Context: an optimization exercise on an open-source flow, tuned for small area, a short achievable clock period and few clock cycles per item. The choices shown serve that exercise and are no tape-out recipe.
Power and IR drop assume default switching activity.

## dns_query_echo_answer_builder_unit
module dns_query_echo_answer_builder_unit (
  input  logic        clk,
  input  logic        rst,
  input  logic        cfg_write,
  input  logic        cfg_index,
  input  logic [31:0] cfg_data,
  input  logic        in_valid,
  output logic        in_stall,
  input  logic [7:0]  query_byte,
  input  logic        query_last,
  input  logic        client_is_v6,
  input  logic [63:0] client_addr_hi,
  input  logic [63:0] client_addr_lo,
  output logic        out_valid,
  input  logic        out_stall,
  output logic [7:0]  reply_byte,
  output logic        reply_last,
  output logic        reply_error
);
==> flow/config.mk <==
export PLATFORM = sky130hd
export DESIGN_NAME = dns_query_echo_answer_builder_unit
export DESIGN_NICKNAME = dns_query_echo_answer_builder_unit
export VERILOG_FILES = /design/flow/design.v
export SDC_FILE = /design/flow/constraint.sdc
export NUM_CORES = 4
export LEC_CHECK = 0
export CAP_MARGIN = 20
export CORE_MARGIN = 2
export CORE_UTILIZATION = 60
export CTS_BUF_LIST = sky130_fd_sc_hd__clkbuf_16
export CTS_CLUSTER_DIAMETER = 80
export CTS_CLUSTER_SIZE = 30
export SETUP_SLACK_MARGIN = 4.0
export SLEW_MARGIN = 20
export TNS_END_PERCENT = 0
==> flow/constraint.sdc <==
create_clock -name core_clock -period 6.0 [get_ports {clk}]
set_input_delay 1.2000 -clock core_clock [delete_from_list [all_inputs] [get_ports {clk}]]
set_output_delay 1.2000 -clock core_clock [all_outputs]
set_load 0.01 [all_outputs]
standard.sh (not shown) runs the stock make flow with config.mk's settings and CLKGATE_MAP_FILE= SYNTH_SCRIPT=/design/flow/synth_recipe.tcl, a recipe that flattens the netlist after the stock synthesis.
==> flow/flow/run.sh <==
#!/bin/bash
# The standard ORFS layout (the standard.sh), with two changes:
#  - plain buffers (buf_1, sized up later by repair) on the input and output
#    ports instead of the delay cell that buffer_ports picks by default;
#  - clock tree synthesis without dummy loads (same clustering and buffer
#    settings as config.mk).
# make's full output goes to flow_standard.log; ORFS keeps each step's log
# under orfs/logs/.
set -euo pipefail
export BUFFER_PORTS_ARGS="-buffer_cell sky130_fd_sc_hd__buf_1"
export CTS_ARGS="-sink_clustering_enable -repair_clock_nets -sink_clustering_size 30 -sink_clustering_max_diameter 80 -buf_list sky130_fd_sc_hd__clkbuf_16 -dont_use_dummy_load"
bash standard.sh finish > flow_standard.log 2>&1
The first run completed without violations.
Rerun with:
--- a/flow/design.v
+++ b/flow/design.v
@@ -72,15 +72,16 @@
   assign push        = accept && produce;
   assign at_class_lo = (phase == dnsqeab_pkg::PhClassLo);
   assign err         = count[dnsqeab_pkg::CountWidth-1] || (query_last && !at_class_lo);
   logic [7:0]   qtype_hi, qtype_lo, class_hi;
   logic [63:0]  addr_hi, addr_lo;
   logic         cap_v6;
-  logic         cap_a;      
-  logic         cap_aaaa;   
-  assign has_rec = !client_is_v6 || ({qtype_hi, qtype_lo} == dnsqeab_pkg::QtypeAaaa);
+  logic         is_aaaa, is_a;
+  assign is_aaaa = ({qtype_hi, qtype_lo} == dnsqeab_pkg::QtypeAaaa);
+  assign is_a    = ({qtype_hi, qtype_lo} == dnsqeab_pkg::QtypeA);
+  assign has_rec = !client_is_v6 || is_aaaa;
   assign hdr_over  = (phase == dnsqeab_pkg::PhHeader) && !count[3] && count[1];
   assign hdr_const = count[2] ? {7'd0, count[0]}
                               : (count[0] ? reply_flags[7:0] : reply_flags[15:8]);
   always_comb begin
     if (err)           e_data = 8'h00;
     else if (hdr_over) e_data = hdr_const;
@@ -92,15 +93,13 @@
     if (phase == dnsqeab_pkg::PhTypeHi)  qtype_hi <= query_byte;
     if (phase == dnsqeab_pkg::PhTypeLo)  qtype_lo <= query_byte;
     if (phase == dnsqeab_pkg::PhClassHi) class_hi <= query_byte;
     if (at_class_lo) begin
       addr_hi <= client_addr_hi;
       addr_lo <= client_addr_lo;
-      cap_v6   <= client_is_v6;
-      cap_a    <= !client_is_v6 && ({qtype_hi, qtype_lo} == dnsqeab_pkg::QtypeA);
-      cap_aaaa <= ({qtype_hi, qtype_lo} == dnsqeab_pkg::QtypeAaaa);
+      cap_v6  <= client_is_v6;
     end
   end
   always_comb begin
     phase_next = phase;
     if (accept) begin
       if (query_last) begin
@@ -170,31 +169,29 @@
         4'd8:    rec_byte = class_hi;
         4'd9:    rec_byte = skid_data;
         4'd10:   rec_byte = answer_ttl[31:24];
         4'd11:   rec_byte = answer_ttl[23:16];
         4'd12:   rec_byte = answer_ttl[15:8];
         4'd13:   rec_byte = answer_ttl[7:0];
-        4'd15:   rec_byte = cap_a ? 8'h04 : (cap_aaaa ? 8'h10 : 8'h00);
+        4'd15:   rec_byte = (is_a && !cap_v6) ? 8'h04 : (is_aaaa ? 8'h10 : 8'h00);
         default: rec_byte = 8'h00;
       endcase
     end
   end
   assign rec_end = (rec_pos == 5'd31) ||
-                   ((rec_pos == dnsqeab_pkg::RecDlenLo) && !cap_a && !cap_aaaa);
-  always_ff @(posedge clk) begin
-    if (rec_active) begin
-      if (advance) begin
-        label_pos <= {3'd0, ((rec_pos == dnsqeab_pkg::RecDlenLo) && cap_a)
-                            ? dnsqeab_pkg::RecV4Addr : rec_pos + 1'b1};
-      end
-    end else if (phase == dnsqeab_pkg::PhLen) begin
+                   ((rec_pos == dnsqeab_pkg::RecDlenLo) && !(is_a && !cap_v6) && !is_aaaa);
+  always_ff @(posedge clk) begin
+    if (rec_start) begin
+      label_pos <= {3'd0, dnsqeab_pkg::RecFirst};
+    end else if (advance && rec_active) begin
+      label_pos <= {3'd0, ((rec_pos == dnsqeab_pkg::RecDlenLo) && is_a && !cap_v6)
+                          ? dnsqeab_pkg::RecV4Addr : rec_pos + 1'b1};
+    end else if (accept && (phase == dnsqeab_pkg::PhLen)) begin
       label_pos <= query_byte;
-    end else if (phase == dnsqeab_pkg::PhBody) begin
-      if (accept) label_pos <= label_pos - 1'b1;
-    end else begin
-      label_pos <= {3'd0, dnsqeab_pkg::RecFirst};
+    end else if (accept && (phase == dnsqeab_pkg::PhBody)) begin
+      label_pos <= label_pos - 1'b1;
     end
   end
   always_ff @(posedge clk) begin
     if (!skid_valid && !rec_active) begin
       skid_data <= e_data;
       skid_last <= e_last;
Sequential cell count fell by 2.
Design area stays flat.
Synthesized area rose by about 1.2%.
Combinational power rose to 4.2 times its value.
Clock skew rose by 28 ps.
Final cell count rose by about 3%.
Via count rose by about 1.3%.
Clock-buffer cell count is unchanged.
Routed wire length fell by 1.9%.
No run of this note included a check of the RTL's function; only the layout flow was run.

## static timing again, ports no longer ideal
In the flow no input, the clock included, has a driving cell. The finished layouts below were timed again as built, in two steps.
Step 1 (the two cells are an assumption about what drives the block):
set clk [get_ports {clk}]
set_driving_cell -lib_cell sky130_fd_sc_hd__clkbuf_16 $clk
set_driving_cell -lib_cell sky130_fd_sc_hd__buf_2 [delete_from_list [all_inputs] $clk]
Step 2 adds t to the input delays and takes it off the output delays; t is the mean of the earliest and latest rising clock arrival at the registers after step 1. Input paths then give back, and output paths get back, about the clock's delay inside the block.
Slacks: no drivers / after step 1 / after step 2; pairs: no drivers / after step 1.
run | shift t [ns] | slack for setup (ns) | slew at the worst register clock pin (ns)
the first run | 0.516 | 3.628 / 3.619 / 3.297 | 0.11 / 0.11
the second run | 0.510 | 3.714 / 3.666 / 3.324 | 0.12 / 0.12
After both steps setup and hold are still met in every run listed. For the second run, which loses most, drivers alone change the setup slack by -0.048 ns; drivers and shift together by -0.390 ns.
